Background: an optimization exercise with open tools, aiming at small area, a short achievable clock period and few clock cycles. Do not read the settings as production practice. RTL that was checked went through simulation tests only; none was proved equivalent to the original. The RTL of run 4 was laid out without a check of its function. Power is estimated from default activity; no workload was simulated.

==> flow/design.v <==
`timescale 1ns / 1ps
package spg_pkg;
    localparam int CHANNEL_COUNT    = 11;
    localparam int GROUP_COUNT      = 4;
    localparam int TICKS_PER_SECOND = 2000000;
    localparam int ACTION_W   = 2;
    localparam int CH_W       = 4;
    localparam int PULSE_W    = 16;
    localparam int CLAMP_W    = 14;
    localparam int FREQ_W     = 15;
    localparam int TOP_W      = 16;
    localparam int CMP_W      = 16;
    localparam int PIN_W      = 11;
    localparam int REG_IDX_W  = 3;
    localparam int CFG_DATA_W = 16;
    localparam int DIV_BITS   = 2;
    localparam int DIV_STEPS  = TOP_W / DIV_BITS;
    localparam int DIV_CNT_W  = $clog2(DIV_STEPS);
    localparam logic [TOP_W-1:0]   DIV_REM_INIT    = TOP_W'(TICKS_PER_SECOND >> TOP_W);
    localparam logic [TOP_W-1:0]   DIV_LOW_INIT    = TOP_W'(TICKS_PER_SECOND);
    localparam logic [TOP_W-1:0]   DIV_MIN_DIVISOR = TOP_W'((TICKS_PER_SECOND >> TOP_W) + 1);
    localparam logic [CLAMP_W-1:0] RESET_MIN_PULSE = CLAMP_W'(900);
    localparam logic [CLAMP_W-1:0] RESET_MAX_PULSE = CLAMP_W'(2100);
    localparam logic [FREQ_W-1:0]  RESET_FREQ      = FREQ_W'(50);
    localparam logic [TOP_W-1:0]   RESET_TOP       = TOP_W'(TICKS_PER_SECOND / 50);
    localparam logic [PIN_W-1:0]   RESET_ENABLE    = PIN_W'(255);
    localparam logic [ACTION_W-1:0] ACT_WRITE = 2'd0;
    localparam logic [ACTION_W-1:0] ACT_READ  = 2'd1;
    localparam logic [ACTION_W-1:0] ACT_TICK  = 2'd2;
    localparam logic [REG_IDX_W-1:0] REG_MIN_PULSE = 3'd0;
    localparam logic [REG_IDX_W-1:0] REG_MAX_PULSE = 3'd1;
    localparam logic [REG_IDX_W-1:0] REG_FREQ_A    = 3'd2;
    localparam logic [REG_IDX_W-1:0] REG_FREQ_B    = 3'd3;
    localparam logic [REG_IDX_W-1:0] REG_FREQ_D    = 3'd4;
    localparam logic [REG_IDX_W-1:0] REG_TOP_C     = 3'd5;
    localparam logic [REG_IDX_W-1:0] REG_ENABLE    = 3'd6;
    localparam logic [1:0] GRP_A = 2'd0;
    localparam logic [1:0] GRP_B = 2'd1;
    localparam logic [1:0] GRP_C = 2'd2;
    localparam logic [1:0] GRP_D = 2'd3;
    function automatic logic [1:0] grp_of(input logic [CH_W-1:0] ch);
        case (ch)
            4'd2, 4'd3, 4'd9:  grp_of = GRP_B;
            4'd4, 4'd5:        grp_of = GRP_C;
            4'd6, 4'd7, 4'd10: grp_of = GRP_D;
            default:           grp_of = GRP_A;
        endcase
    endfunction
endpackage
`timescale 1ns / 1ps
module spg_divider
(
    input  logic                      clk,
    input  logic                      load,
    input  logic [spg_pkg::TOP_W-1:0] divisor,
    output logic [spg_pkg::TOP_W-1:0] quotient_next,
    output logic [spg_pkg::TOP_W-1:0] divisor_reg
);
    logic [spg_pkg::TOP_W-1:0] div_reg;
    logic [spg_pkg::TOP_W-1:0] rem_reg;
    logic [spg_pkg::TOP_W-1:0] quo_reg;
    logic [spg_pkg::TOP_W-1:0] rem_next;
    logic [spg_pkg::TOP_W-1:0] quo_next;
    always_comb
    begin
        logic [spg_pkg::TOP_W:0] shifted;
        logic                    ge;
        rem_next = rem_reg;
        quo_next = quo_reg;
        for (int b = 0; b < spg_pkg::DIV_BITS; b++)
        begin
            shifted  = {rem_next, quo_next[spg_pkg::TOP_W-1]};
            ge       = shifted >= {1'b0, div_reg};
            rem_next = ge ? spg_pkg::TOP_W'(shifted - {1'b0, div_reg})
                          : shifted[spg_pkg::TOP_W-1:0];
            quo_next = {quo_next[spg_pkg::TOP_W-2:0], ge};
        end
    end
    always_ff @(posedge clk)
    begin
        if (load)
        begin
            div_reg <= divisor;
            rem_reg <= spg_pkg::DIV_REM_INIT;
            quo_reg <= spg_pkg::DIV_LOW_INIT;
        end
        else
        begin
            rem_reg <= rem_next;
            quo_reg <= quo_next;
        end
    end
    assign quotient_next = quo_next;
    assign divisor_reg   = div_reg;
endmodule
`timescale 1ns / 1ps
module spg_config
(
    input  logic                                          clk,
    input  logic                                          rst_n,
    input  logic                                          cfg_fire,
    input  logic [spg_pkg::REG_IDX_W-1:0]                 cfg_index,
    input  logic [spg_pkg::CFG_DATA_W-1:0]                cfg_data,
    output logic [spg_pkg::CLAMP_W-1:0]                   min_pulse,
    output logic [spg_pkg::CLAMP_W-1:0]                   max_pulse,
    output logic [spg_pkg::PIN_W-1:0]                     pin_enable,
    output logic [spg_pkg::GROUP_COUNT-1:0][spg_pkg::TOP_W-1:0]  top,
    output logic [spg_pkg::GROUP_COUNT-1:0][spg_pkg::FREQ_W-1:0] freq_rb,
    output logic                                          idle,
    output logic                                          top_busy,
    output logic                                          freq_busy,
    output logic [1:0]                                    busy_grp
);
    logic [spg_pkg::CLAMP_W-1:0]                          min_reg;
    logic [spg_pkg::CLAMP_W-1:0]                          max_reg;
    logic [spg_pkg::PIN_W-1:0]                            enable_reg;
    logic [spg_pkg::GROUP_COUNT-1:0][spg_pkg::TOP_W-1:0]  top_reg;
    logic [spg_pkg::GROUP_COUNT-1:0][spg_pkg::FREQ_W-1:0] freq_reg;
    logic                                                 top_busy_reg;
    logic                                                 freq_busy_reg;
    logic [1:0]                                           grp_reg;
    logic [spg_pkg::DIV_CNT_W-1:0]                        step_reg;
    logic                                                 div_load;
    logic [spg_pkg::TOP_W-1:0]                            div_in;
    logic [spg_pkg::TOP_W-1:0]                            quotient;
    logic [spg_pkg::TOP_W-1:0]                            divisor;
    logic                                                 last_step;
    logic                                                 div_small;
    logic [spg_pkg::TOP_W-1:0]                            top_val;
    logic [spg_pkg::FREQ_W-1:0]                           freq_val;
    spg_divider u_divider
    (
        .clk           (clk),
        .load          (div_load),
        .divisor       (div_in),
        .quotient_next (quotient),
        .divisor_reg   (divisor)
    );
    assign last_step = (step_reg == spg_pkg::DIV_CNT_W'(spg_pkg::DIV_STEPS - 1));
    assign div_small     = (divisor < spg_pkg::DIV_MIN_DIVISOR);
    assign top_val   = div_small ? {spg_pkg::TOP_W{1'b1}} : quotient;
    assign freq_val  = (div_small || quotient[spg_pkg::TOP_W-1]) ? {spg_pkg::FREQ_W{1'b1}}
                                                             : quotient[spg_pkg::FREQ_W-1:0];
    always_comb
    begin
        div_load = 1'b0;
        div_in   = top_val;
        if (cfg_fire)
        begin
            div_in = (cfg_index == spg_pkg::REG_TOP_C) ? cfg_data
                                                       : {1'b0, cfg_data[spg_pkg::FREQ_W-1:0]};
            div_load = (cfg_index == spg_pkg::REG_FREQ_A) || (cfg_index == spg_pkg::REG_FREQ_B)
                    || (cfg_index == spg_pkg::REG_FREQ_D) || (cfg_index == spg_pkg::REG_TOP_C);
        end
        else if (top_busy_reg && last_step)
        begin
            div_load = 1'b1;
        end
    end
    always_ff @(posedge clk or negedge rst_n)
    begin
        if (!rst_n)
        begin
            min_reg       <= spg_pkg::RESET_MIN_PULSE;
            max_reg       <= spg_pkg::RESET_MAX_PULSE;
            enable_reg    <= spg_pkg::RESET_ENABLE;
            top_reg       <= {spg_pkg::GROUP_COUNT{spg_pkg::RESET_TOP}};
            freq_reg      <= {spg_pkg::GROUP_COUNT{spg_pkg::RESET_FREQ}};
            top_busy_reg  <= 1'b0;
            freq_busy_reg <= 1'b0;
            grp_reg       <= spg_pkg::GRP_A;
            step_reg      <= '0;
        end
        else
        begin
            step_reg <= step_reg + 1'b1;
            if (cfg_fire)
            begin
                step_reg <= '0;
                case (cfg_index)
                    spg_pkg::REG_MIN_PULSE: min_reg    <= cfg_data[spg_pkg::CLAMP_W-1:0];
                    spg_pkg::REG_MAX_PULSE: max_reg    <= cfg_data[spg_pkg::CLAMP_W-1:0];
                    spg_pkg::REG_ENABLE:    enable_reg <= cfg_data[spg_pkg::PIN_W-1:0];
                    spg_pkg::REG_FREQ_A:
                    begin
                        grp_reg      <= spg_pkg::GRP_A;
                        top_busy_reg <= 1'b1;
                    end
                    spg_pkg::REG_FREQ_B:
                    begin
                        grp_reg      <= spg_pkg::GRP_B;
                        top_busy_reg <= 1'b1;
                    end
                    spg_pkg::REG_FREQ_D:
                    begin
                        grp_reg      <= spg_pkg::GRP_D;
                        top_busy_reg <= 1'b1;
                    end
                    spg_pkg::REG_TOP_C:
                    begin
                        grp_reg                 <= spg_pkg::GRP_C;
                        top_reg[spg_pkg::GRP_C] <= cfg_data;
                        freq_busy_reg           <= 1'b1;
                    end
                    default: ;
                endcase
            end
            else if (top_busy_reg)
            begin
                if (last_step)
                begin
                    top_reg[grp_reg] <= top_val;
                    top_busy_reg     <= 1'b0;
                    freq_busy_reg    <= 1'b1;
                end
            end
            else if (freq_busy_reg)
            begin
                if (last_step)
                begin
                    freq_reg[grp_reg] <= freq_val;
                    freq_busy_reg     <= 1'b0;
                end
            end
        end
    end
    assign min_pulse  = min_reg;
    assign max_pulse  = max_reg;
    assign pin_enable = enable_reg;
    assign top        = top_reg;
    assign freq_rb    = freq_reg;
    assign idle       = !top_busy_reg && !freq_busy_reg;
    assign top_busy   = top_busy_reg;
    assign freq_busy  = freq_busy_reg;
    assign busy_grp   = grp_reg;
endmodule
`timescale 1ns / 1ps
module spg_core
(
    input  logic                                          clk,
    input  logic                                          rst_n,
    input  logic                                          accept,
    input  logic                                          rsp_take,
    input  logic [spg_pkg::ACTION_W-1:0]                  req_action,
    input  logic [spg_pkg::CH_W-1:0]                      req_channel,
    input  logic [spg_pkg::PULSE_W-1:0]                   req_pulse_us,
    input  logic [spg_pkg::CLAMP_W-1:0]                   min_pulse,
    input  logic [spg_pkg::CLAMP_W-1:0]                   max_pulse,
    input  logic [spg_pkg::PIN_W-1:0]                     pin_enable,
    input  logic [spg_pkg::GROUP_COUNT-1:0][spg_pkg::TOP_W-1:0]  top,
    input  logic [spg_pkg::GROUP_COUNT-1:0][spg_pkg::FREQ_W-1:0] freq_rb,
    output logic                                          out_valid,
    output logic                                          out_chan_valid,
    output logic [1:0]                                    out_grp,
    output logic [spg_pkg::FREQ_W-1:0]                    rsp_readback_us,
    output logic [spg_pkg::FREQ_W-1:0]                    rsp_group_freq_hz,
    output logic [spg_pkg::PIN_W-1:0]                     rsp_pin_levels,
    output logic                                          rsp_channel_valid
);
    logic [spg_pkg::CHANNEL_COUNT-1:0][spg_pkg::FREQ_W-1:0] cmp_reg;
    logic [spg_pkg::GROUP_COUNT-1:0][spg_pkg::TOP_W-1:0]    cnt_reg;
    logic                        out_valid_reg;
    logic                        out_read_reg;
    logic                        out_chan_valid_reg;
    logic [1:0]                  out_grp_reg;
    logic [spg_pkg::CH_W-1:0]    out_ch_reg;
    logic                        chan_valid;
    logic [spg_pkg::CLAMP_W-1:0] clamped;
    assign chan_valid = (req_channel < spg_pkg::CH_W'(spg_pkg::CHANNEL_COUNT));
    always_comb
    begin
        if (req_pulse_us > spg_pkg::PULSE_W'(max_pulse))
        begin
            clamped = max_pulse;
        end
        else if (req_pulse_us < spg_pkg::PULSE_W'(min_pulse))
        begin
            clamped = min_pulse;
        end
        else
        begin
            clamped = req_pulse_us[spg_pkg::CLAMP_W-1:0];
        end
    end
    always_ff @(posedge clk or negedge rst_n)
    begin
        if (!rst_n)
        begin
            cmp_reg       <= {spg_pkg::CHANNEL_COUNT{{spg_pkg::FREQ_W{1'b1}}}};
            cnt_reg       <= '0;
            out_valid_reg <= 1'b0;
        end
        else
        begin
            if (accept)
            begin
                out_valid_reg <= 1'b1;
                if (req_action == spg_pkg::ACT_WRITE)
                begin
                    for (int i = 0; i < spg_pkg::CHANNEL_COUNT; i++)
                    begin
                        if (req_channel == spg_pkg::CH_W'(i))
                        begin
                            cmp_reg[i] <= {1'b0, clamped};
                        end
                    end
                end
                if (req_action == spg_pkg::ACT_TICK)
                begin
                    for (int g = 0; g < spg_pkg::GROUP_COUNT; g++)
                    begin
                        cnt_reg[g] <= (cnt_reg[g] >= top[g]) ? '0 : cnt_reg[g] + 1'b1;
                    end
                end
            end
            else if (rsp_take)
            begin
                out_valid_reg <= 1'b0;
            end
        end
    end
    always_ff @(posedge clk)
    begin
        if (accept)
        begin
            out_ch_reg         <= req_channel;
            out_grp_reg        <= spg_pkg::grp_of(req_channel);
            out_chan_valid_reg <= chan_valid;
            out_read_reg       <= chan_valid && (req_action == spg_pkg::ACT_READ);
        end
    end
    always_comb
    begin
        rsp_readback_us = '0;
        for (int i = 0; i < spg_pkg::CHANNEL_COUNT; i++)
        begin
            if (out_read_reg && (out_ch_reg == spg_pkg::CH_W'(i)))
            begin
                rsp_readback_us = cmp_reg[i];
            end
        end
        rsp_group_freq_hz = out_chan_valid_reg ? freq_rb[out_grp_reg] : '0;
        for (int i = 0; i < spg_pkg::CHANNEL_COUNT; i++)
        begin
            rsp_pin_levels[i] = pin_enable[i]
                && (cnt_reg[spg_pkg::grp_of(spg_pkg::CH_W'(i))] <= {cmp_reg[i], cmp_reg[i][spg_pkg::FREQ_W-1]});
        end
    end
    assign rsp_channel_valid = out_chan_valid_reg;
    assign out_valid         = out_valid_reg;
    assign out_chan_valid    = out_chan_valid_reg;
    assign out_grp           = out_grp_reg;
endmodule
`timescale 1ns / 1ps
module servo_pwm_channel_generator
(
    input  logic                             clk,
    input  logic                             rst_n,
    input  logic                             req_valid,
    output logic                             req_ready,
    input  logic [spg_pkg::ACTION_W-1:0]     req_action,
    input  logic [spg_pkg::CH_W-1:0]         req_channel,
    input  logic [spg_pkg::PULSE_W-1:0]      req_pulse_us,
    output logic                             rsp_valid,
    input  logic                             rsp_ready,
    output logic [spg_pkg::FREQ_W-1:0]       rsp_readback_us,
    output logic [spg_pkg::FREQ_W-1:0]       rsp_group_freq_hz,
    output logic [spg_pkg::PIN_W-1:0]        rsp_pin_levels,
    output logic                             rsp_channel_valid,
    input  logic                             cfg_valid,
    output logic                             cfg_ready,
    input  logic [spg_pkg::REG_IDX_W-1:0]    cfg_index,
    input  logic [spg_pkg::CFG_DATA_W-1:0]   cfg_data
);
    logic [spg_pkg::CLAMP_W-1:0]                          min_pulse;
    logic [spg_pkg::CLAMP_W-1:0]                          max_pulse;
    logic [spg_pkg::PIN_W-1:0]                            pin_enable;
    logic [spg_pkg::GROUP_COUNT-1:0][spg_pkg::TOP_W-1:0]  top;
    logic [spg_pkg::GROUP_COUNT-1:0][spg_pkg::FREQ_W-1:0] freq_rb;
    logic                                                 cfg_idle;
    logic                                                 top_busy;
    logic                                                 freq_busy;
    logic [1:0]                                           busy_grp;
    logic                                                 out_valid;
    logic                                                 out_chan_valid;
    logic [1:0]                                           out_grp;
    logic                                                 slot_free;
    logic                                                 req_ok;
    logic                                                 cfg_ok;
    logic                                                 item_first_reg;
    logic                                                 accept;
    logic                                                 cfg_fire;
    spg_config u_config
    (
        .clk        (clk),
        .rst_n      (rst_n),
        .cfg_fire   (cfg_fire),
        .cfg_index  (cfg_index),
        .cfg_data   (cfg_data),
        .min_pulse  (min_pulse),
        .max_pulse  (max_pulse),
        .pin_enable (pin_enable),
        .top        (top),
        .freq_rb    (freq_rb),
        .idle       (cfg_idle),
        .top_busy   (top_busy),
        .freq_busy  (freq_busy),
        .busy_grp   (busy_grp)
    );
    spg_core u_core
    (
        .clk               (clk),
        .rst_n             (rst_n),
        .accept            (accept),
        .rsp_take          (rsp_valid && rsp_ready),
        .req_action        (req_action),
        .req_channel       (req_channel),
        .req_pulse_us      (req_pulse_us),
        .min_pulse         (min_pulse),
        .max_pulse         (max_pulse),
        .pin_enable        (pin_enable),
        .top               (top),
        .freq_rb           (freq_rb),
        .out_valid         (out_valid),
        .out_chan_valid    (out_chan_valid),
        .out_grp           (out_grp),
        .rsp_readback_us   (rsp_readback_us),
        .rsp_group_freq_hz (rsp_group_freq_hz),
        .rsp_pin_levels    (rsp_pin_levels),
        .rsp_channel_valid (rsp_channel_valid)
    );
    assign rsp_valid = out_valid && !(freq_busy && out_chan_valid && (out_grp == busy_grp));
    assign slot_free = !out_valid || (rsp_valid && rsp_ready);
    assign req_ok    = slot_free && !top_busy;
    assign cfg_ok    = slot_free && cfg_idle;
    assign req_ready = req_ok && !(cfg_valid && cfg_ok && !item_first_reg);
    assign cfg_ready = cfg_ok && !(req_valid && req_ok && item_first_reg);
    assign accept    = req_valid && req_ready;
    assign cfg_fire  = cfg_valid && cfg_ready;
    always_ff @(posedge clk or negedge rst_n)
    begin
        if (!rst_n)
        begin
            item_first_reg <= 1'b0;
        end
        else if (cfg_fire)
        begin
            item_first_reg <= 1'b1;
        end
        else if (accept)
        begin
            item_first_reg <= 1'b0;
        end
    end
endmodule
==> flow/run.sh <==
#!/bin/bash
# synth_recipe.tcl (not shown) runs the flow's synth.tcl, then flattens the netlist and writes it again
# the make line also repeats each setting of config.mk as NAME=value (left out here)
make -C /OpenROAD-flow-scripts/flow DESIGN_CONFIG=/design/flow/config.mk WORK_HOME=/design/flow/orfs CLKGATE_MAP_FILE= SYNTH_SCRIPT=/design/flow/synth_recipe.tcl finish
==> flow/config.mk <==
export PLATFORM = sky130hd
export DESIGN_NAME = servo_pwm_channel_generator
export DESIGN_NICKNAME = servo_pwm_channel_generator
export VERILOG_FILES = /design/flow/design.v
export SDC_FILE = /design/flow/constraint.sdc
export NUM_CORES = 4
export LEC_CHECK = 0
export CAP_MARGIN = 20
export CORE_MARGIN = 2
export CORE_UTILIZATION = 65
export PLACE_DENSITY = 0.75
export SETUP_SLACK_MARGIN = 2.0
export SLEW_MARGIN = 20
==> flow/constraint.sdc <==
create_clock -name core_clock -period 7.0 [get_ports {clk}]
set_input_delay 1.4000 -clock core_clock [delete_from_list [all_inputs] [get_ports {clk}]]
set_output_delay 1.4000 -clock core_clock [all_outputs]
set_load 0.01 [all_outputs]
==> run notes, run 1 <==
----------------------------------------------------
[Logic synthesis]
  Share of flip-flops with an asynchronous set or reset ... 0.877
  Part of the Yosys area used for sequential elements ... 0.394
  Post-synth EDFFs ... 24
  Number of different library cells in the post-synthesis netlist ... between 80 and 90
  Main combinational cell family by area after synthesis ... compound AO/OA/AOI/OAI gates
  Compound-cell area share of the yosys netlist ... 0.207
  Commonest register cell after synthesis ... sky130_fd_sc_hd__dfstp_2
  Post-synthesis cell count ... ~3200
  Synthesized-area fraction occupied by and/or/nand/nor cells ... 0.157
  Yosys warning total ... 4
  Proportion of synthesized area in mux cells ... 0.0296
  Cell area after technology mapping ... 29600 sq um
  Net Count, Synth ... 3599
  Count of state elements after synthesis ... around 460
  Syn Area/Cell ... 9.14 sq um
  Xor/xnor cell area share of the yosys netlist ... 0.0177
  Adder and majority gate portion of the synthesized area ... 0.134

[Setup path]
  Cells along the critical path ... and3b_1 -> and3_1 -> a22oi_1 -> o21ai_0 -> and2_1 -> a31oi_1 -> o211a_1 -> clkdlybuf4s50_1
  Launch point of the worst path ... u_core.out_ch_reg[3]
  Critical register-to-register path startpoint ... u_config.u_divider.div_reg[6]
  Buffer and inverter count on the worst path ... 1
  Category of the most critical setup path ... flip-flop to output port
  Endpoint type of the worst setup path ... output port
  Critical path startpoint category ... flip-flop
  Delay-heaviest family, CP ... simple AND/OR/NAND/NOR gates
  Crit path depth ... 8
  Worst-path maximum fanout ... 13
  Data required time at the worst endpoint ... 5.60 ns
  Standard cell with the maximum stage delay on the critical path ... sky130_fd_sc_hd__and3b_1
  Cell count of the worst reg-to-reg path ... 17
  Signal arrival time at the worst endpoint ... roughly 3.6 ns
  Slowest Stage Delay on Critical Path ... 0.61 ns

[CTS]
  Clk Latency, worst-skew pair ... roughly 0.62 ns
  Clock Tree Root ... sky130_fd_sc_hd__clkbuf_16
  Maximum clock insertion buffer count ... 3
  TritonCTS clock tree ... done
  # H-tree levels ... 2
  TritonCTS buffer count ... 50
  Hold buffer count at CTS ... 0
  Clock edge transition at the registers on the reported setup and hold paths ... about 0.06 ns
  Clock net sink count ... 457

[Final layout]
  Final nets ... 3625
  Layout cells sized above 1 ... 0.145
  Final design area excluding fillers ... between 30000 and 40000 sq um
  Most frequent cells in the layout ... sky130_fd_sc_hd__nand2_1 (444), sky130_fd_sc_hd__ha_1 (313), sky130_fd_sc_hd__inv_1 (306), sky130_fd_sc_hd__o21ai_0 (266), sky130_fd_sc_hd__dfstp_2 (213)
  Area grow syn2layout ... 11.6%
  Most common cell after layout, fill and taps aside ... sky130_fd_sc_hd__nand2_1
  Util after Layout ... 0.731
  Fillcell total ... 3361
  Number of flip-flops in the largest register ... 165

[Floorplan]
  Die area ... 47200 sq um
  Placeable core area ... between 40000 and 50000 sq um
  Die Y ... 217 microns
  Floorplan die width ... approximately 220 microns
  Core Rows ... 78
  I/O pin count ... 91
  Starting density of the core ... 0.655

[STA]
  Slew @ Worst Pin ... 1.23 ns
  Unrepaired setup endpoints after global routing ... yes
  Remaining max-slew budget at the tightest pin ... 0.179
  Final setup violation count ... 0
  Final hold viol count ... 0
  Final Worst Setup Slack ... approximately 2.0 ns
  Post-layout minimum cycle time ... roughly 5.0 ns
  Pins Over Slew Limit ... 0
  Highest clock rate ... 0.202 GHz
  Setup Skew ... about 0.032 ns
  Setup TNS Final ... 0 ns
  Period Utilization, post-route ... 0.708

[Detailed routing]
  Final Routed Wirelength ... 97000 microns
  Drt pass-1 iters ... 6
  Count of unresolved DRC violations after routing ... 0
  Per-cell via count in the routed design ... roughly 6.7
  Total vias in the final route ... about 26000
  Drt initial violations ... approximately 3000
  Post-detailed-route wirelength per cell ... 24.8 microns
  Antenna violation net count after detailed routing ... 0

[Placed design]
  Placement-stage cell area ... 30800 sq um
  Routability congestion estimate ... about 1.0
  DP Wirelength ... 71900 microns
  Worst setup slack after placement ... between 1.5 and 2 ns
  IO Port Bufs ... 90

[Power]
  Pwr per Cell Area ... 430 nW/um^2
  Total leakage power ... 14.2 nW
  IR Drop Worst-Case VDD ... approximately 0.34 mV

[GRT]
  Global router's overall resource usage ... 0.410
  Number of global-route vias before repair ... 25545
  Antenna violations before repair ... 5
  First-pass GRT wire length ... about 150000 microns
  Maximum number of pins on one net before global-route repair ... 193
  Residual overflow from global routing ... 0

[Hold path]
  Source of the worst hold timing path ... u_config.step_reg[0]
  Count of cells along the worst hold path ... 1
  Path type of the worst min-delay path ... flip-flop to flip-flop

[Outcome]
  Run status ... complete, no violations

[Flow run]
  Number of max-cap violations ... 0

----------------------------------------------------
## where the power goes
group          internal, W  leakage [nW]  switching (W)
registers          0.00358          5.19       0.000592
clock network      0.00185         0.917        0.00117
logic              0.00269          8.14        0.00433
total              0.00812          14.2        0.00609
## through the flow
stage	cells	hold WS, ns	power (W)
6_report	3910	0.460	0.0142
4_1_cts	3902	0.466	0.0138
3_3_place_gp	3801	0.422	0.0105
3_5_place_dp	3801	0.458	0.0107
2_1_floorplan	3238	0.410	0.00867
5_1_grt	3906	0.482	0.0150
## worst register-to-register path, cell delays in order, from the launching register on
cell	delay [ns]
sky130_fd_sc_hd__edfxtp_1	0.39
sky130_fd_sc_hd__inv_1	0.11
sky130_fd_sc_hd__ha_1	0.31
sky130_fd_sc_hd__and4_1	0.26
sky130_fd_sc_hd__a21oi_1	0.22
sky130_fd_sc_hd__and3_1	0.26
sky130_fd_sc_hd__a211o_1	0.22
sky130_fd_sc_hd__and3_2	0.31
sky130_fd_sc_hd__mux2_2	0.40
sky130_fd_sc_hd__ha_1	0.35
sky130_fd_sc_hd__o21ai_0	0.23
sky130_fd_sc_hd__a21oi_2	0.10
sky130_fd_sc_hd__nor4_4	0.28
sky130_fd_sc_hd__or2_2	0.20
sky130_fd_sc_hd__o2111ai_2	0.22
sky130_fd_sc_hd__and3_4	0.33
sky130_fd_sc_hd__nor4_4	0.28
sky130_fd_sc_hd__a21oi_1	0.12
## layout make-up
type                            count  area (sq um)  share of cell area
Antenna cell                        4          10.0            0.000303
Clock buffer                       66          1430              0.0432
Clock inverter                     28           453              0.0137
Inverter                          307          1150              0.0349
Multi-Input combinational cell   2323         16300               0.495
Sequential cell                   457         11700               0.353
Tap cell                          600           751              0.0227
Timing Repair Buffer              125          1220              0.0369
## cell usage after synthesis (26+ instances only)
library cell / n / area, sq um
sky130_fd_sc_hd__dfstp_2: 213 / 5600
sky130_fd_sc_hd__a211oi_1: 37 / 278
sky130_fd_sc_hd__nand4_1: 59 / 369
sky130_fd_sc_hd__inv_1: 307 / 1150
sky130_fd_sc_hd__nand3_1: 62 / 310
sky130_fd_sc_hd__ha_1: 313 / 3920
sky130_fd_sc_hd__a22oi_1: 29 / 218
sky130_fd_sc_hd__o21a_1: 56 / 420
sky130_fd_sc_hd__a21oi_1: 111 / 556
sky130_fd_sc_hd__nor2_1: 155 / 582
sky130_fd_sc_hd__clkbuf_1: 106 / 398
sky130_fd_sc_hd__xor2_1: 26 / 228
sky130_fd_sc_hd__nor3_1: 47 / 235
sky130_fd_sc_hd__xnor2_1: 30 / 263
sky130_fd_sc_hd__and2_1: 32 / 200
sky130_fd_sc_hd__and3_1: 36 / 225
sky130_fd_sc_hd__dfrtp_1: 188 / 4700
sky130_fd_sc_hd__nor2b_1: 33 / 206
sky130_fd_sc_hd__a21o_1: 72 / 541
sky130_fd_sc_hd__buf_2: 28 / 140
sky130_fd_sc_hd__mux2_2: 27 / 304
sky130_fd_sc_hd__o31ai_1: 144 / 1080
sky130_fd_sc_hd__a31oi_1: 35 / 219
sky130_fd_sc_hd__o21ai_0: 272 / 1360
sky130_fd_sc_hd__nand2_1: 446 / 1670
sky130_fd_sc_hd__dfxtp_1: 32 / 641
## per-layer routing
layer,track usage,routed length [microns],vias up
met5,0,19,-
met4,0.182,4600,4
met3,0.0889,9830,283
met2,0.642,43500,1356
met1,0.550,39100,12890
li1,-,-,11636
## timing repair
item                       in CTS  in global routing
resized for setup              13                 30
setup endpoints to repair      38                 40
cloned                          0                  1
buffers inserted                7                  1
pin swaps                       1                  4
## cell families (layout without fill, tap and decap cells)
group,Yosys count,in the layout
mux,64,64
buf+inv,459,526
flops,457,457
fa+ha+maj,315,315
xor+xnor,58,58
other cells,0,4
compound gates,907,907
simple gates,978,979
## final timing paths
path	end	slack [ns]
setup / recovery	rsp_readback_us[12]	2.04
hold / removal	u_config.step_reg[0]	0.46
setup reg to reg	u_config.u_divider.div_reg[0]	2.15
hold reg to reg	u_config.step_reg[0]	0.46
max in group asynchronous	u_core.cmp_reg[57]	4.56
min in group asynchronous	u_config.freq_reg[57]	0.80
Testbench counts, summed over its fixed seeds: cycles 27,422.
==> inputs of run 2 (changes only) <==
--- a/flow/config.mk
+++ b/flow/config.mk
@@ -6,8 +6,9 @@
 export NUM_CORES = 4
 export LEC_CHECK = 0
+export ABC_CLOCK_PERIOD_IN_PS = 4000
 export CAP_MARGIN = 20
 export CORE_MARGIN = 2
 export CORE_UTILIZATION = 65
 export PLACE_DENSITY = 0.75
-export SETUP_SLACK_MARGIN = 2.0
+export SETUP_SLACK_MARGIN = 3.0
 export SLEW_MARGIN = 20
==> run notes, run 2 <==
----------------------------------------------------
[Outcome]
  Run status ... complete, no violations

[CTS]
  TritonCTS clock tree ... done
  # H-tree levels ... 2
  Clock Tree Root ... sky130_fd_sc_hd__clkbuf_16
  TritonCTS buffer count ... 51
  Hold buffer count at CTS ... 0
  Clock edge transition at the registers on the reported setup and hold paths ... 0.06 ns
  Clock net sink count ... 457
  Clk Latency, worst-skew pair ... 0.61 ns
  Maximum clock insertion buffer count ... 3

[Logic synthesis]
  Part of the Yosys area used for sequential elements ... 0.394
  Synthesized-area fraction occupied by and/or/nand/nor cells ... 0.157
  Post-synth top cells ... sky130_fd_sc_hd__nand2_1 (446), sky130_fd_sc_hd__ha_1 (313), sky130_fd_sc_hd__inv_1 (307)
  Most common cell in the netlist ... sky130_fd_sc_hd__nand2_1
  Post-synth EDFFs ... 24
  Post-synthesis cell count ... 3238
  Cell area after technology mapping ... 29600 sq um
  Proportion of synthesized area in mux cells ... 0.0296
  Net Count, Synth ... 3599
  Compound-cell area share of the yosys netlist ... 0.207
  Top post-synthesis cells by area ... sky130_fd_sc_hd__dfstp_2 (19%), sky130_fd_sc_hd__dfrtp_1 (16%), sky130_fd_sc_hd__ha_1 (13%)
  Number of different library cells in the post-synthesis netlist ... between 80 and 90
  Xor/xnor cell area share of the yosys netlist ... 0.0177
  Main combinational cell family by area after synthesis ... compound AO/OA/AOI/OAI gates
  Top-area cell type share of the netlist area ... 0.189
  Area leader, netlist ... sky130_fd_sc_hd__dfstp_2
  Share of flip-flops with an asynchronous set or reset ... 0.877
  Yosys warning total ... 4
  Syn Area/Cell ... 9.14 sq um
  Commonest register cell after synthesis ... sky130_fd_sc_hd__dfstp_2
  Adder and majority gate portion of the synthesized area ... 0.134
  Count of state elements after synthesis ... 457

[Final layout]
  Most frequent cells in the layout ... sky130_fd_sc_hd__nand2_1 (432), sky130_fd_sc_hd__inv_1 (276), sky130_fd_sc_hd__ha_1 (271), sky130_fd_sc_hd__dfstp_2 (213), sky130_fd_sc_hd__o21ai_0 (209)
  Area grow syn2layout ... 21.9%
  Layout cells sized above 1 ... 0.259
  Final design area excluding fillers ... about 36000 sq um
  Util after Layout ... 0.798
  Most common cell after layout, fill and taps aside ... sky130_fd_sc_hd__nand2_1
  Number of flip-flops in the largest register ... between 150 and 200
  Final nets ... 3793

[Floorplan]
  Starting density of the core ... 0.655
  Die area ... 47200 sq um
  Placeable core area ... 45200 sq um
  I/O pin count ... 91
  Core Rows ... 78
  Die Y ... 217 microns
  Floorplan die width ... 217 microns

[STA]
  Slew @ Worst Pin ... 1.17 ns
  Final setup violation count ... 0
  Setup TNS Final ... 0 ns
  Remaining max-slew budget at the tightest pin ... 0.215
  Post-layout minimum cycle time ... ~4.6 ns
  Highest clock rate ... 0.215 GHz
  Final Worst Setup Slack ... 2.35 ns
  Period Utilization, post-route ... 0.664
  Pins Over Slew Limit ... 0
  Final hold viol count ... 0
  Setup Skew ... 0.0159 ns
  Unrepaired setup endpoints after global routing ... yes

[Detailed routing]
  Drt pass-1 iters ... 7
  Final Routed Wirelength ... 108000 microns
  Drt initial violations ... 3886
  Per-cell via count in the routed design ... slightly below 7
  Total vias in the final route ... 27859
  Antenna violation net count after detailed routing ... 0
  Count of unresolved DRC violations after routing ... 0
  Post-detailed-route wirelength per cell ... 26.6 microns

[GRT]
  Met2 Usage GRT ... 0.699
  Maximum number of pins on one net before global-route repair ... 160
  Global routing usage on met3 ... 0.104
  Antenna violations before repair ... 5
  Met1 GRT Util ... 0.571
  First-pass GRT wire length ... around 160000 microns
  Number of global-route vias before repair ... 27141
  Global router's overall resource usage ... 0.445
  Residual overflow from global routing ... 0
  Most congested layer reported by global routing ... met2

[Setup path]
  Signal arrival time at the worst endpoint ... 5.10 ns
  Reg2Reg Setup Slack ... 2.35 ns
  Data required time at the worst endpoint ... 7.45 ns
  Standard cell with the maximum stage delay on the critical path ... sky130_fd_sc_hd__edfxtp_1
  Buffer and inverter count on the worst path ... 6
  Slowest Stage Delay on Critical Path ... 0.41 ns
  Critical register-to-register path startpoint ... u_config.u_divider.div_reg[6]
  Dominant cell type by count on the critical path ... sky130_fd_sc_hd__buf_6
  Category of the most critical setup path ... flip-flop to flip-flop
  Cells along the critical path ... inv_2 -> ha_4 -> and4_1 -> a21oi_2 -> and3_4 -> a211o_4 -> nand3_4 -> buf_6 -> mux2_4 -> ha_4 -> a21o_4 -> buf_6 -> a31oi_4 -> or2_4 -> o2111ai_4 -> buf_6 -> buf_6 -> nand3_4 -> buf_4 -> a31oi_4 -> o21ai_1
  Crit path depth ... 21
  Critical path startpoint category ... flip-flop
  Worst-path maximum fanout ... 8
  Cell count of the worst reg-to-reg path ... 21
  Endpoint type of the worst setup path ... flip-flop
  Delay-heaviest family, CP ... compound AO/OA/AOI/OAI gates
  Reg2reg end ... u_config.u_divider.rem_reg[4]

[Hold path]
  Hold Crit Endpoint ... u_config.step_reg[0]
  Path type of the worst min-delay path ... flip-flop to flip-flop
  Source of the worst hold timing path ... u_config.step_reg[0]
  Count of cells along the worst hold path ... 1

[Placed design]
  Routability congestion estimate ... 0.975
  DP Wirelength ... 72000 microns
  Worst setup slack after placement ... 1.78 ns
  IO Port Bufs ... 90
  Placement-stage cell area ... 31000 sq um

[Power]
  IR Drop Worst-Case VDD ... 0.435 mV
  Total leakage power ... between 15 and 20 nW
  Pwr per Cell Area ... 464 nW/um^2

[Flow run]
  Number of max-cap violations ... 0

----------------------------------------------------
==> run 2: cell counts after synthesis <==
Identical to the previous run, type by type.
==> run 2: final cells by class <==
class | count | area, sq um
Multi-Input combinational cell | 2324 | 17800
Inverter | 307 | 1160
Clock inverter | 20 | 238
Fill cell | 2868 | 9120
Tap cell | 600 | 751
Timing Repair Buffer | 290 | 2860
Clock buffer | 73 | 1510
Sequential cell | 457 | 11700
Timing Repair inverter | 1 | 7.51
Antenna cell | 1 | 2.50
==> run 2: how the worst max path moves through the flow <==
stage	from	endpoint	slack [ns]
final	u_config.u_divider.div_reg[6]	u_config.u_divider.rem_reg[4]	2.35
after floorplan	u_config.u_divider.div_reg[6]	u_config.u_divider.rem_reg[14]	3.00
after global routing	u_config.u_divider.div_reg[6]	u_config.u_divider.rem_reg[4]	2.29
after detailed placement	req_pulse_us[1]	u_core.cmp_reg[32]	1.78
after global placement	req_pulse_us[1]	u_core.cmp_reg[122]	1.90
after CTS	u_core.cmp_reg[53]	rsp_pin_levels[3]	2.61
==> run 2: worst reg2reg max path, delay by kind of cell (launching register included) <==
kind,cells,cell delay (ns)
DFF,1,0.41
muxes,1,0.33
and+or+nand+nor,5,1.12
AOI/OAI and AO/OA,7,1.19
adders and majority gates,2,0.53
buffers and inverters,6,0.91
==> run 2: timing repair <==
item | CTS | global route
pin swaps | 160 | 85
resized for setup | 403 | 132
endpoints found under the setup margin | 257 | 229
gates cloned | 11 | 1
buffers inserted | 126 | 45
==> run 2: logic make-up after synthesis <==
| kind of cell | after synthesis |
|---|---|
| simple gates | 978 |
| compound gates | 907 |
| buf+inv | 459 |
| flops | 457 |
| fa+ha+maj | 315 |
| mux | 64 |
| xor+xnor | 58 |
==> run 2: metrics by stage <==
stage                     hold slack [ns]  power, W  instances
after floorplan                     0.410   0.00893       3238
after global placement              0.422    0.0106       3796
after detailed placement            0.431    0.0109       3796
after CTS                           0.443    0.0153       4026
after global routing                0.461    0.0174       4072
final                               0.442    0.0167       4073
==> run 2: report_power, final <==
part	leakage [nW]	switching [W]	internal, W
Sequential	5.17	0.000631	0.00358
Clock	0.872	0.00118	0.00169
Combinational	9.38	0.00548	0.00417
==> run 2: metal layers <==
| metal | share of wire | vias to the layer above |
|---|---|---|
| li1 | - | 11963 |
| met1 | 0.37 | 13532 |
| met2 | 0.45 | 1857 |
| met3 | 0.12 | 501 |
| met4 | 0.066 | 6 |
| met5 | 0.00030 | - |
==> inputs of run 3 (changes only) <==
--- a/flow/config.mk
+++ b/flow/config.mk
@@ -6,9 +6,7 @@
 export NUM_CORES = 4
 export LEC_CHECK = 0
-export ABC_CLOCK_PERIOD_IN_PS = 4000
 export CAP_MARGIN = 20
 export CORE_MARGIN = 2
-export CORE_UTILIZATION = 65
-export PLACE_DENSITY = 0.75
-export SETUP_SLACK_MARGIN = 3.0
+export CORE_UTILIZATION = 40
+export PLACE_DENSITY = 0.6
 export SLEW_MARGIN = 20
==> run notes, run 3 <==
----------------------------------------------------
[Outcome]
  Run status ... complete, no violations

[GRT]
  Antenna violations before repair ... 0
  Maximum number of pins on one net before global-route repair ... 103
  Residual overflow from global routing ... 0
  First-pass GRT wire length ... 147000 microns
  Global router's overall resource usage ... 0.256
  Number of global-route vias before repair ... between 20000 and 25000

[Setup path]
  Standard cell with the maximum stage delay on the critical path ... sky130_fd_sc_hd__clkdlybuf4s50_1
  Data required time at the worst endpoint ... 5.60 ns
  Critical path startpoint category ... flip-flop
  Slowest Stage Delay on Critical Path ... 0.69 ns
  Category of the most critical setup path ... flip-flop to output port
  Worst-path maximum fanout ... 28
  Signal arrival time at the worst endpoint ... 4.22 ns
  Cells along the critical path ... buf_4 -> buf_4 -> nor3_2 -> a221oi_1 -> a21boi_0 -> o21ai_0 -> clkdlybuf4s50_1
  Endpoint type of the worst setup path ... output port
  Dominant cell type by count on the critical path ... sky130_fd_sc_hd__buf_4

[STA]
  Highest clock rate ... between 0.15 and 0.2 GHz
  Hold slack ... 0.432 ns
  Final hold viol count ... 0
  Period Utilization, post-route ... 0.803
  Pins Over Slew Limit ... 0
  Final Worst Setup Slack ... approximately 1.4 ns
  Slew @ Worst Pin ... 1.15 ns
  Post-layout minimum cycle time ... 5.62 ns
  Unrepaired setup endpoints after global routing ... no
  Final setup violation count ... 0
  Setup TNS Final ... 0 ns
  Setup Skew ... 0.0402 ns
  Remaining max-slew budget at the tightest pin ... 0.234

[Logic synthesis]
  Part of the Yosys area used for sequential elements ... 0.394
  Post-synthesis cell count ... 3238
  Syn Area/Cell ... 9.14 sq um
  Net Count, Synth ... 3599
  Yosys warning total ... 4
  Count of state elements after synthesis ... 457
  Number of different library cells in the post-synthesis netlist ... 84
  Post-synth top cells ... sky130_fd_sc_hd__nand2_1 (446), sky130_fd_sc_hd__ha_1 (313), sky130_fd_sc_hd__inv_1 (307)
  Most common cell in the netlist ... sky130_fd_sc_hd__nand2_1
  Cell area after technology mapping ... between 20000 and 30000 sq um
  Top post-synthesis cells by area ... sky130_fd_sc_hd__dfstp_2 (19%), sky130_fd_sc_hd__dfrtp_1 (16%), sky130_fd_sc_hd__ha_1 (13%)
  Area leader, netlist ... sky130_fd_sc_hd__dfstp_2
  Share of flip-flops with an asynchronous set or reset ... 0.877
  Post-synth EDFFs ... 24
  Commonest register cell after synthesis ... sky130_fd_sc_hd__dfstp_2
  Top-area cell type share of the netlist area ... 0.189

[Final layout]
  Fillcell total ... just over 7000
  Most frequent cells in the layout ... sky130_fd_sc_hd__nand2_1 (446), sky130_fd_sc_hd__ha_1 (313), sky130_fd_sc_hd__inv_1 (306), sky130_fd_sc_hd__o21ai_0 (272), sky130_fd_sc_hd__dfstp_2 (213)
  Final nets ... 3626
  Post-route insts no fill ... 4268
  Area grow syn2layout ... 12.3%
  Number of inserted diodes ... 0
  Most common cell after layout, fill and taps aside ... sky130_fd_sc_hd__nand2_1
  Layout cells sized above 1 ... 0.137
  Number of flip-flops in the largest register ... 165

[CTS]
  # H-tree levels ... 2
  Clk Latency, worst-skew pair ... 0.64 ns
  TritonCTS buffer count ... 52
  Clock Tree Root ... sky130_fd_sc_hd__clkbuf_16
  TritonCTS clock tree ... done
  Clock edge transition at the registers on the reported setup and hold paths ... 0.06 ns
  Setup bufs post-CTS ... 0
  Clock net sink count ... 457
  Maximum clock insertion buffer count ... 3
  Hold buffer count at CTS ... 0
  Number of resized instances in the post-cts repair step ... 0

[Placed design]
  DP Wirelength ... 73200 microns
  Placed cells ... 4166
  Worst setup slack after placement ... 1.75 ns
  IO Port Bufs ... 90
  Routability congestion estimate ... slightly above 0.9

[Floorplan]
  Starting density of the core ... 0.405
  Die Y ... 276 microns
  Core Rows ... a little under 100
  Placeable core area ... 73100 sq um
  Floorplan die width ... 276 microns
  Die area ... 76200 sq um
  I/O pin count ... 91

[Flow run]
  Number of max-cap violations ... 0

[Hold path]
  Path type of the worst min-delay path ... flip-flop to flip-flop

[Detailed routing]
  Drt pass-1 iters ... 16
  Antenna violation net count after detailed routing ... 0
  Total vias in the final route ... 24378
  Final Routed Wirelength ... 97300 microns
  Drt initial violations ... 2097
  Count of unresolved DRC violations after routing ... 0
  Post-detailed-route wirelength per cell ... 22.8 microns
  Per-cell via count in the routed design ... 5.71

[Power]
  Total leakage power ... approximately 14 nW
  Power consumption ... 0.0137 W
  IR Drop Worst-Case VDD ... 0.289 mV
  Pwr per Cell Area ... between 400 and 500 nW/um^2

----------------------------------------------------
-- run 3: cell counts after synthesis --
No cell type changed its count.
-- run 3: layout make-up --
cell class,count,area [sq um],share of cell area
timing repair buffer,125,1200,0.0362
sequential,457,11700,0.351
clock buffer,75,1530,0.0461
tap,959,1200,0.0361
inverter,307,1150,0.0347
clock inverter,23,313,0.00942
multi-input combinational,2322,16200,0.486
-- run 3: where the power goes --
part           switching (W)  leakage (nW)  total (W)  internal, W
logic                0.00406          8.06    0.00665      0.00259
registers           0.000563          5.20    0.00414      0.00357
clock network        0.00122         0.898    0.00294      0.00172
total                0.00585          14.2     0.0137      0.00788
-- run 3: worst max-delay path: cells and delay by family, from the launching register on --
family	cells	cell delay, ns
buf+inv	3	1.30
compound gates	3	1.06
flops	1	0.63
simple gates	1	0.61
-- run 3: cells by family after synthesis --
logic type	Yosys count	synth area share
AOI/OAI and AO/OA	907	0.207
xor gates and xnor gates	58	0.0177
adders and majority gates	315	0.134
buffers and inverters	459	0.0612
DFF	457	0.394
muxes	64	0.0296
and+or+nand+nor	978	0.157
-- run 3: final timing paths --
path / startpoint / endpoint / slack [ns] / depth (start not counted)
setup / recovery: u_core.out_ch_reg[1] / rsp_readback_us[2] / 1.38 / 7
hold / removal: u_config.step_reg[0] / u_config.step_reg[0] / 0.43 / 1
setup reg to reg: u_config.u_divider.div_reg[6] / u_config.top_reg[32] / 1.68 / 17
hold reg to reg: u_config.step_reg[0] / u_config.step_reg[0] / 0.43 / 1
max in group asynchronous: rst_n / u_config.freq_reg[57] / 4.80 / 2
min in group asynchronous: rst_n / u_config.max_reg[10] / 0.79 / 1
-- run 3: metrics by stage --
| step | utilization | area [sq um] |
|---|---|---|
| after floorplan | - | 29600 |
| after global placement | 0.429 | 31300 |
| after detailed placement | 0.429 | 31300 |
| after CTS | 0.454 | 33200 |
| after global routing | 0.455 | 33200 |
| final | 0.455 | 33200 |
-- run 3: per-layer routing --
metal,global-route usage,wire length (microns),vias to the layer above
met2,0.402,44300,811
met3,0.0489,7400,126
li1,-,-,11636
met5,0,0,-
met4,0.0782,2710,0
met1,0.356,42900,11805
==> inputs of run 4 (changes only) <==
--- a/flow/design.v
+++ b/flow/design.v
@@ -14,10 +14,11 @@
     localparam int REG_IDX_W  = 3;
     localparam int CFG_DATA_W = 16;
-    localparam int DIV_BITS   = 2;
-    localparam int DIV_STEPS  = TOP_W / DIV_BITS;
+    localparam int DIV_STEPS  = TOP_W / 2;
     localparam int DIV_CNT_W  = $clog2(DIV_STEPS);
     localparam logic [TOP_W-1:0]   DIV_REM_INIT    = TOP_W'(TICKS_PER_SECOND >> TOP_W);
     localparam logic [TOP_W-1:0]   DIV_LOW_INIT    = TOP_W'(TICKS_PER_SECOND);
     localparam logic [TOP_W-1:0]   DIV_MIN_DIVISOR = TOP_W'((TICKS_PER_SECOND >> TOP_W) + 1);
+    localparam logic [FREQ_W-1:0]  SAT_TOP_FREQ    = FREQ_W'(TICKS_PER_SECOND / 65535);
+    localparam logic [TOP_W-1:0]   EXACT_FREQ_MAX  = TOP_W'(1414);
     localparam logic [CLAMP_W-1:0] RESET_MIN_PULSE = CLAMP_W'(900);
     localparam logic [CLAMP_W-1:0] RESET_MAX_PULSE = CLAMP_W'(2100);
@@ -54,25 +55,43 @@
     input  logic                      load,
     input  logic [spg_pkg::TOP_W-1:0] divisor,
+    input  logic [spg_pkg::TOP_W+1:0] divisor3,
     output logic [spg_pkg::TOP_W-1:0] quotient_next,
     output logic [spg_pkg::TOP_W-1:0] divisor_reg
 );
     logic [spg_pkg::TOP_W-1:0] div_reg;
+    logic [spg_pkg::TOP_W+1:0] div3_reg;
     logic [spg_pkg::TOP_W-1:0] rem_reg;
     logic [spg_pkg::TOP_W-1:0] quo_reg;
     logic [spg_pkg::TOP_W-1:0] rem_next;
     logic [spg_pkg::TOP_W-1:0] quo_next;
+    logic [spg_pkg::TOP_W+1:0] shifted;
+    logic [spg_pkg::TOP_W+2:0] diff1;
+    logic [spg_pkg::TOP_W+2:0] diff2;
+    logic [spg_pkg::TOP_W+2:0] diff3;
     always_comb
     begin
-        logic [spg_pkg::TOP_W:0] shifted;
-        logic                    ge;
-        rem_next = rem_reg;
-        quo_next = quo_reg;
-        for (int b = 0; b < spg_pkg::DIV_BITS; b++)
-        begin
-            shifted  = {rem_next, quo_next[spg_pkg::TOP_W-1]};
-            ge       = shifted >= {1'b0, div_reg};
-            rem_next = ge ? spg_pkg::TOP_W'(shifted - {1'b0, div_reg})
-                          : shifted[spg_pkg::TOP_W-1:0];
-            quo_next = {quo_next[spg_pkg::TOP_W-2:0], ge};
+        shifted = {rem_reg, quo_reg[spg_pkg::TOP_W-1 -: 2]};
+        diff1   = {1'b0, shifted} - {3'b000, div_reg};
+        diff2   = {1'b0, shifted} - {2'b00, div_reg, 1'b0};
+        diff3   = {1'b0, shifted} - {1'b0, div3_reg};
+        if (!diff3[spg_pkg::TOP_W+2])
+        begin
+            rem_next = diff3[spg_pkg::TOP_W-1:0];
+            quo_next = {quo_reg[spg_pkg::TOP_W-3:0], 2'd3};
+        end
+        else if (!diff2[spg_pkg::TOP_W+2])
+        begin
+            rem_next = diff2[spg_pkg::TOP_W-1:0];
+            quo_next = {quo_reg[spg_pkg::TOP_W-3:0], 2'd2};
+        end
+        else if (!diff1[spg_pkg::TOP_W+2])
+        begin
+            rem_next = diff1[spg_pkg::TOP_W-1:0];
+            quo_next = {quo_reg[spg_pkg::TOP_W-3:0], 2'd1};
+        end
+        else
+        begin
+            rem_next = shifted[spg_pkg::TOP_W-1:0];
+            quo_next = {quo_reg[spg_pkg::TOP_W-3:0], 2'd0};
         end
     end
@@ -81,7 +100,8 @@
         if (load)
         begin
-            div_reg <= divisor;
-            rem_reg <= spg_pkg::DIV_REM_INIT;
-            quo_reg <= spg_pkg::DIV_LOW_INIT;
+            div_reg  <= divisor;
+            div3_reg <= divisor3;
+            rem_reg  <= spg_pkg::DIV_REM_INIT;
+            quo_reg  <= spg_pkg::DIV_LOW_INIT;
         end
         else
@@ -119,8 +139,13 @@
     logic                                                 top_busy_reg;
     logic                                                 freq_busy_reg;
+    logic                                                 need_freq_reg;
+    logic                                                 prep_reg;
     logic [1:0]                                           grp_reg;
     logic [spg_pkg::DIV_CNT_W-1:0]                        step_reg;
     logic                                                 div_load;
     logic [spg_pkg::TOP_W-1:0]                            div_in;
+    logic [spg_pkg::TOP_W-1:0]                            div3_base;
+    logic [spg_pkg::TOP_W+1:0]                            div3_in;
+    logic [spg_pkg::TOP_W-1:0]                            cfg_top;
     logic [spg_pkg::TOP_W-1:0]                            quotient;
     logic [spg_pkg::TOP_W-1:0]                            divisor;
@@ -129,4 +154,5 @@
     logic [spg_pkg::TOP_W-1:0]                            top_val;
     logic [spg_pkg::FREQ_W-1:0]                           freq_val;
+    logic [spg_pkg::FREQ_W-1:0]                           freq_direct;
     spg_divider u_divider
     (
@@ -134,4 +160,5 @@
         .load          (div_load),
         .divisor       (div_in),
+        .divisor3      (div3_in),
         .quotient_next (quotient),
         .divisor_reg   (divisor)
@@ -140,22 +167,13 @@
     assign div_small     = (divisor < spg_pkg::DIV_MIN_DIVISOR);
     assign top_val   = div_small ? {spg_pkg::TOP_W{1'b1}} : quotient;
+    assign freq_direct = div_small ? spg_pkg::SAT_TOP_FREQ : divisor[spg_pkg::FREQ_W-1:0];
     assign freq_val  = (div_small || quotient[spg_pkg::TOP_W-1]) ? {spg_pkg::FREQ_W{1'b1}}
                                                              : quotient[spg_pkg::FREQ_W-1:0];
-    always_comb
-    begin
-        div_load = 1'b0;
-        div_in   = top_val;
-        if (cfg_fire)
-        begin
-            div_in = (cfg_index == spg_pkg::REG_TOP_C) ? cfg_data
-                                                       : {1'b0, cfg_data[spg_pkg::FREQ_W-1:0]};
-            div_load = (cfg_index == spg_pkg::REG_FREQ_A) || (cfg_index == spg_pkg::REG_FREQ_B)
-                    || (cfg_index == spg_pkg::REG_FREQ_D) || (cfg_index == spg_pkg::REG_TOP_C);
-        end
-        else if (top_busy_reg && last_step)
-        begin
-            div_load = 1'b1;
-        end
-    end
+    assign cfg_top   = (cfg_index == spg_pkg::REG_TOP_C) ? cfg_data
+                                                         : {1'b0, cfg_data[spg_pkg::FREQ_W-1:0]};
+    assign div3_base = prep_reg ? divisor : cfg_top;
+    assign div3_in   = {2'b00, div3_base} + {1'b0, div3_base, 1'b0};
+    assign div_in    = prep_reg ? divisor : (top_busy_reg ? top_val : cfg_top);
+    assign div_load  = cfg_fire || (top_busy_reg && last_step) || prep_reg;
     always_ff @(posedge clk or negedge rst_n)
     begin
@@ -169,4 +187,6 @@
             top_busy_reg  <= 1'b0;
             freq_busy_reg <= 1'b0;
+            need_freq_reg <= 1'b0;
+            prep_reg      <= 1'b0;
             grp_reg       <= spg_pkg::GRP_A;
             step_reg      <= '0;
@@ -175,4 +195,5 @@
         begin
             step_reg <= step_reg + 1'b1;
+            prep_reg <= 1'b0;
             if (cfg_fire)
             begin
@@ -184,16 +205,19 @@
                     spg_pkg::REG_FREQ_A:
                     begin
-                        grp_reg      <= spg_pkg::GRP_A;
-                        top_busy_reg <= 1'b1;
+                        grp_reg       <= spg_pkg::GRP_A;
+                        top_busy_reg  <= 1'b1;
+                        need_freq_reg <= (cfg_data[spg_pkg::FREQ_W-1:0] > spg_pkg::EXACT_FREQ_MAX);
                     end
                     spg_pkg::REG_FREQ_B:
                     begin
-                        grp_reg      <= spg_pkg::GRP_B;
-                        top_busy_reg <= 1'b1;
+                        grp_reg       <= spg_pkg::GRP_B;
+                        top_busy_reg  <= 1'b1;
+                        need_freq_reg <= (cfg_data[spg_pkg::FREQ_W-1:0] > spg_pkg::EXACT_FREQ_MAX);
                     end
                     spg_pkg::REG_FREQ_D:
                     begin
-                        grp_reg      <= spg_pkg::GRP_D;
-                        top_busy_reg <= 1'b1;
+                        grp_reg       <= spg_pkg::GRP_D;
+                        top_busy_reg  <= 1'b1;
+                        need_freq_reg <= (cfg_data[spg_pkg::FREQ_W-1:0] > spg_pkg::EXACT_FREQ_MAX);
                     end
                     spg_pkg::REG_TOP_C:
@@ -212,7 +236,16 @@
                     top_reg[grp_reg] <= top_val;
                     top_busy_reg     <= 1'b0;
-                    freq_busy_reg    <= 1'b1;
+                    freq_busy_reg    <= need_freq_reg;
+                    prep_reg         <= need_freq_reg;
+                    if (!need_freq_reg)
+                    begin
+                        freq_reg[grp_reg] <= freq_direct;
+                    end
                 end
             end
+            else if (prep_reg)
+            begin
+                step_reg <= '0;
+            end
             else if (freq_busy_reg)
             begin
@@ -261,8 +294,8 @@
     logic [spg_pkg::GROUP_COUNT-1:0][spg_pkg::TOP_W-1:0]    cnt_reg;
     logic                        out_valid_reg;
-    logic                        out_read_reg;
+    logic [spg_pkg::FREQ_W-1:0]  out_readback_reg;
+    logic [spg_pkg::FREQ_W-1:0]  readback;
     logic                        out_chan_valid_reg;
     logic [1:0]                  out_grp_reg;
-    logic [spg_pkg::CH_W-1:0]    out_ch_reg;
     logic                        chan_valid;
     logic [spg_pkg::CLAMP_W-1:0] clamped;
@@ -324,20 +357,11 @@
         if (accept)
         begin
-            out_ch_reg         <= req_channel;
+            out_readback_reg   <= readback;
             out_grp_reg        <= spg_pkg::grp_of(req_channel);
             out_chan_valid_reg <= chan_valid;
-            out_read_reg       <= chan_valid && (req_action == spg_pkg::ACT_READ);
         end
     end
     always_comb
     begin
-        rsp_readback_us = '0;
-        for (int i = 0; i < spg_pkg::CHANNEL_COUNT; i++)
-        begin
-            if (out_read_reg && (out_ch_reg == spg_pkg::CH_W'(i)))
-            begin
-                rsp_readback_us = cmp_reg[i];
-            end
-        end
         rsp_group_freq_hz = out_chan_valid_reg ? freq_rb[out_grp_reg] : '0;
         for (int i = 0; i < spg_pkg::CHANNEL_COUNT; i++)
@@ -347,4 +371,16 @@
         end
     end
+    always_comb
+    begin
+        readback = '0;
+        for (int i = 0; i < spg_pkg::CHANNEL_COUNT; i++)
+        begin
+            if ((req_action == spg_pkg::ACT_READ) && (req_channel == spg_pkg::CH_W'(i)))
+            begin
+                readback = cmp_reg[i];
+            end
+        end
+    end
+    assign rsp_readback_us   = out_readback_reg;
     assign rsp_channel_valid = out_chan_valid_reg;
     assign out_valid         = out_valid_reg;
--- a/flow/config.mk
+++ b/flow/config.mk
@@ -8,5 +8,6 @@
 export CAP_MARGIN = 20
 export CORE_MARGIN = 2
-export CORE_UTILIZATION = 40
-export PLACE_DENSITY = 0.6
+export CORE_UTILIZATION = 60
+export PLACE_DENSITY = 0.72
+export SETUP_SLACK_MARGIN = 3.6
 export SLEW_MARGIN = 20
==> run notes, run 4 <==
----------------------------------------------------
[CTS]
  Clock Tree Root ... sky130_fd_sc_hd__clkbuf_16
  Clock net sink count ... slightly below 500
  Clk Latency, worst-skew pair ... 0.63 ns
  Maximum clock insertion buffer count ... 3
  Clock edge transition at the registers on the reported setup and hold paths ... 0.06 ns
  # H-tree levels ... 2
  TritonCTS clock tree ... done
  TritonCTS buffer count ... 53

[GRT]
  First-pass GRT wire length ... 174000 microns
  Global router's overall resource usage ... 0.410
  Residual overflow from global routing ... 0
  Maximum number of pins on one net before global-route repair ... 169
  Number of global-route vias before repair ... 28451
  Antenna violations before repair ... 6

[Power]
  Pwr per Cell Area ... 400 nW/um^2
  Proportion of power drawn by flip-flops and latches ... 0.340
  Internal power consumption ... about 0.0085 W
  Switching power total ... roughly 0.0065 W
  Power consumption ... 0.0150 W
  Sw frac ... 0.430
  Clk pwr share ... 0.195
  Total leakage power ... 16.5 nW
  IR Drop Worst-Case VDD ... 0.286 mV
  Portion of total power attributed to combinational logic ... 0.465

[Floorplan]
  Starting density of the core ... 0.608
  Placeable core area ... 52600 sq um
  Die Y ... ~230 microns
  Die area ... between 50000 and 60000 sq um
  Floorplan die width ... approximately 230 microns
  I/O pin count ... 91
  Core Rows ... 84

[STA]
  Unrepaired setup endpoints after global routing ... yes
  Final hold viol count ... 0
  Final setup violation count ... 0
  Setup Skew ... 0.0162 ns
  Post-layout minimum cycle time ... 4.55 ns
  Setup TNS Final ... 0 ns
  Highest clock rate ... 0.220 GHz
  Pins Over Slew Limit ... 0
  Slew @ Worst Pin ... 1.12 ns
  Remaining max-slew budget at the tightest pin ... 0.249
  Period Utilization, post-route ... 0.650

[Logic synthesis]
  Most common cell in the netlist ... sky130_fd_sc_hd__ha_1
  Synthesized-area fraction occupied by and/or/nand/nor cells ... 0.138
  Commonest register cell after synthesis ... sky130_fd_sc_hd__dfstp_2
  Top post-synthesis cells by area ... sky130_fd_sc_hd__dfstp_2 (18%), sky130_fd_sc_hd__dfrtp_1 (15%), sky130_fd_sc_hd__ha_1 (14%)
  Post-synth EDFFs ... 52
  Area leader, netlist ... sky130_fd_sc_hd__dfstp_2
  Number of different library cells in the post-synthesis netlist ... 82
  Main combinational cell family by area after synthesis ... compound AO/OA/AOI/OAI gates
  Adder and majority gate portion of the synthesized area ... 0.139
  Count of state elements after synthesis ... ~490
  Post-synthesis cell count ... 3496
  Part of the Yosys area used for sequential elements ... 0.393
  Proportion of synthesized area in mux cells ... 0.0248
  Net Count, Synth ... between 3000 and 4000
  Top-area cell type share of the netlist area ... 0.175
  Xor/xnor cell area share of the yosys netlist ... 0.0208
  Cell area after technology mapping ... 31900 sq um
  Yosys warning total ... 4
  Share of flip-flops with an asynchronous set or reset ... 0.828
  Post-synth top cells ... sky130_fd_sc_hd__ha_1 (348), sky130_fd_sc_hd__inv_1 (326), sky130_fd_sc_hd__nand2_1 (274)
  Syn Area/Cell ... 9.13 sq um
  Compound-cell area share of the yosys netlist ... 0.220

[Final layout]
  Most frequent cells in the layout ... sky130_fd_sc_hd__ha_1 (318), sky130_fd_sc_hd__inv_1 (306), sky130_fd_sc_hd__nand2_1 (241), sky130_fd_sc_hd__o21ai_0 (223)
  Number of flip-flops in the largest register ... around 170
  Fillcell total ... 3974
  Final design area excluding fillers ... 37500 sq um
  Final nets ... 3992
  Area grow syn2layout ... 17.3%
  Most common cell after layout, fill and taps aside ... sky130_fd_sc_hd__ha_1
  Layout cells sized above 1 ... 0.216

[Placed design]
  IO Port Bufs ... 90
  Placement-stage cell area ... 33300 sq um
  Routability congestion estimate ... 1.04
  DP Wirelength ... roughly 85000 microns

[Detailed routing]
  Total vias in the final route ... 30003
  Drt initial violations ... 4333
  Drt pass-1 iters ... 10
  Count of unresolved DRC violations after routing ... 0
  Final Routed Wirelength ... 119000 microns
  Per-cell via count in the routed design ... 6.93
  Post-detailed-route wirelength per cell ... 27.4 microns
  Antenna violation net count after detailed routing ... 0

[Setup path]
  Worst-path maximum fanout ... 2
  Dominant cell type by count on the critical path ... sky130_fd_sc_hd__o21a_1
  Signal arrival time at the worst endpoint ... 3.15 ns
  Reg2Reg Setup Slack ... 3.70 ns
  Endpoint type of the worst setup path ... output port
  Standard cell with the maximum stage delay on the critical path ... sky130_fd_sc_hd__dfstp_2
  Critical path startpoint category ... flip-flop
  Cells along the critical path ... inv_2 -> ha_4 -> nor2b_1 -> o21a_1 -> o21a_1 -> o21a_1 -> o21a_1 -> o21a_1 -> o21a_1 -> o31ai_4 -> buf_6
  Slowest Stage Delay on Critical Path ... 0.58 ns
  Data required time at the worst endpoint ... 5.60 ns
  Category of the most critical setup path ... flip-flop to output port

[Outcome]
  Run status ... complete, no violations

[Flow run]
  Number of max-cap violations ... 0

[Hold path]
  Path type of the worst min-delay path ... flip-flop to flip-flop

----------------------------------------------------
==> run 4: cell types whose count changed in the layout (fill, tap and decap cells not counted), moves of 63 or more <==
cell                              delta
sky130_fd_sc_hd__o31ai_1           -139
sky130_fd_sc_hd__buf_4              +72
sky130_fd_sc_hd__o22ai_1           +160
sky130_fd_sc_hd__clkdlybuf4s50_1    -63
sky130_fd_sc_hd__nand2_1           -205
sky130_fd_sc_hd__a31oi_1           +129
==> run 4: layout make-up <==
cell class                      count  area, sq um  area share
Sequential cell                   487        12600       0.336
Inverter                          326         1230      0.0329
Clock buffer                       78         1560      0.0417
Timing Repair Buffer              231         2200      0.0587
Clock inverter                     22          229     0.00611
Multi-Input combinational cell   2495        18800       0.502
Antenna cell                        2         5.00    0.000134
Tap cell                          688          861      0.0230
==> run 4: final timing paths <==
path	from	to	depth (start not counted)
max	u_core.cmp_reg[30]	rsp_pin_levels[2]	11
min reg2reg	u_config.step_reg[0]	u_config.step_reg[0]	1
min in group asynchronous	rst_n	u_config.freq_reg[10]	1
min	u_config.step_reg[0]	u_config.step_reg[0]	1
max in group asynchronous	rst_n	u_config.max_reg[12]	2
max reg2reg	u_config.u_divider.div_reg[0]	u_config.u_divider.rem_reg[10]	10
==> run 4: power groups by stage <==
stage               Sequential, W  Combinational, W  Clock (W)
floorplan                 0.00438           0.00454          0
global placement          0.00499           0.00593          0
detailed placement        0.00500           0.00616          0
CTS                       0.00498           0.00652    0.00292
global route              0.00512           0.00756    0.00303
finish                    0.00510           0.00697    0.00292
==> run 4: kinds of logic after synthesis <==
logic type / after synthesis
compound gates: 1081
xor+xnor: 76
fa+ha+maj: 352
buf+inv: 515
flops: 487
mux: 57
simple gates: 928
==> run 4: per-stage QoR <==
step	worst slack [ns]	util	hold slack (ns)	std cells
floorplan	3.35	-	0.409	3496
global placement	1.78	0.634	0.420	4109
detailed placement	1.68	0.634	0.436	4110
CTS	2.42	0.697	0.445	4295
global route	2.40	0.713	0.458	4327
finish	2.45	0.713	0.449	4329
==> run 4: critical path, delay by kind of cell, from the launching register on <==
family                     cells  cell delay, ns
AOI/OAI and AO/OA              7            1.38
DFF                            1            0.58
buffers and inverters          2            0.23
adders and majority gates      1            0.21
and+or+nand+nor                1            0.12
==> run 4: routing by layer <==
layer,routed length [microns],GRT usage,vias to the layer above
li1,-,-,12993
met2,50400,0.599,2037
met1,46000,0.562,14493
met3,15400,0.121,478
met4,6950,0.189,2
met5,9,0,-
==> run 4: what timing repair did <==
item                                    CTS  global route
endpoints found under the setup margin  332           309
resized for setup                       442           171
cloned                                    1             3
hold buffers                              0             0
buffers inserted                         84            29
pin swaps                                81            81

==> static timing again, ports no longer ideal <==
In the flow no input, the clock included, has a driving cell. The finished layouts below were timed again as built, in two steps.
Step 1, drivers: a clkbuf_16 drives clk and a buf_2 each remaining input, both assumed.
Step 2 moves the port delays by t, midway between the first and last clock arrival at a register: inputs arrive t later, outputs are due t later. That takes back most of the time a late clock gives input paths.
Three values: no drivers, after step 1, after step 2; two values: the first two.
run | shift t [ns] | slack for setup (ns) | hold slack, ns | worst data-port slew with drivers (ns)
run 1 | 0.667 | 2.044 / 1.983 / 1.644 | 0.460 / 0.460 / 0.460 | 0.06
run 2 | 0.666 | 2.354 / 2.354 / 2.354 | 0.442 / 0.442 / 0.442 | 0.09
run 3 | 0.685 | 1.379 / 1.314 / 1.675 | 0.432 / 0.432 / 0.432 | 0.10
run 4 | 0.684 | 2.448 / 2.386 / 2.736 | 0.449 / 0.449 / 0.449 | 0.07
After both steps every run listed still meets setup and hold. The setup slack of run 1, which loses most, moves by -0.061 ns with the drivers and by -0.400 ns with both steps.
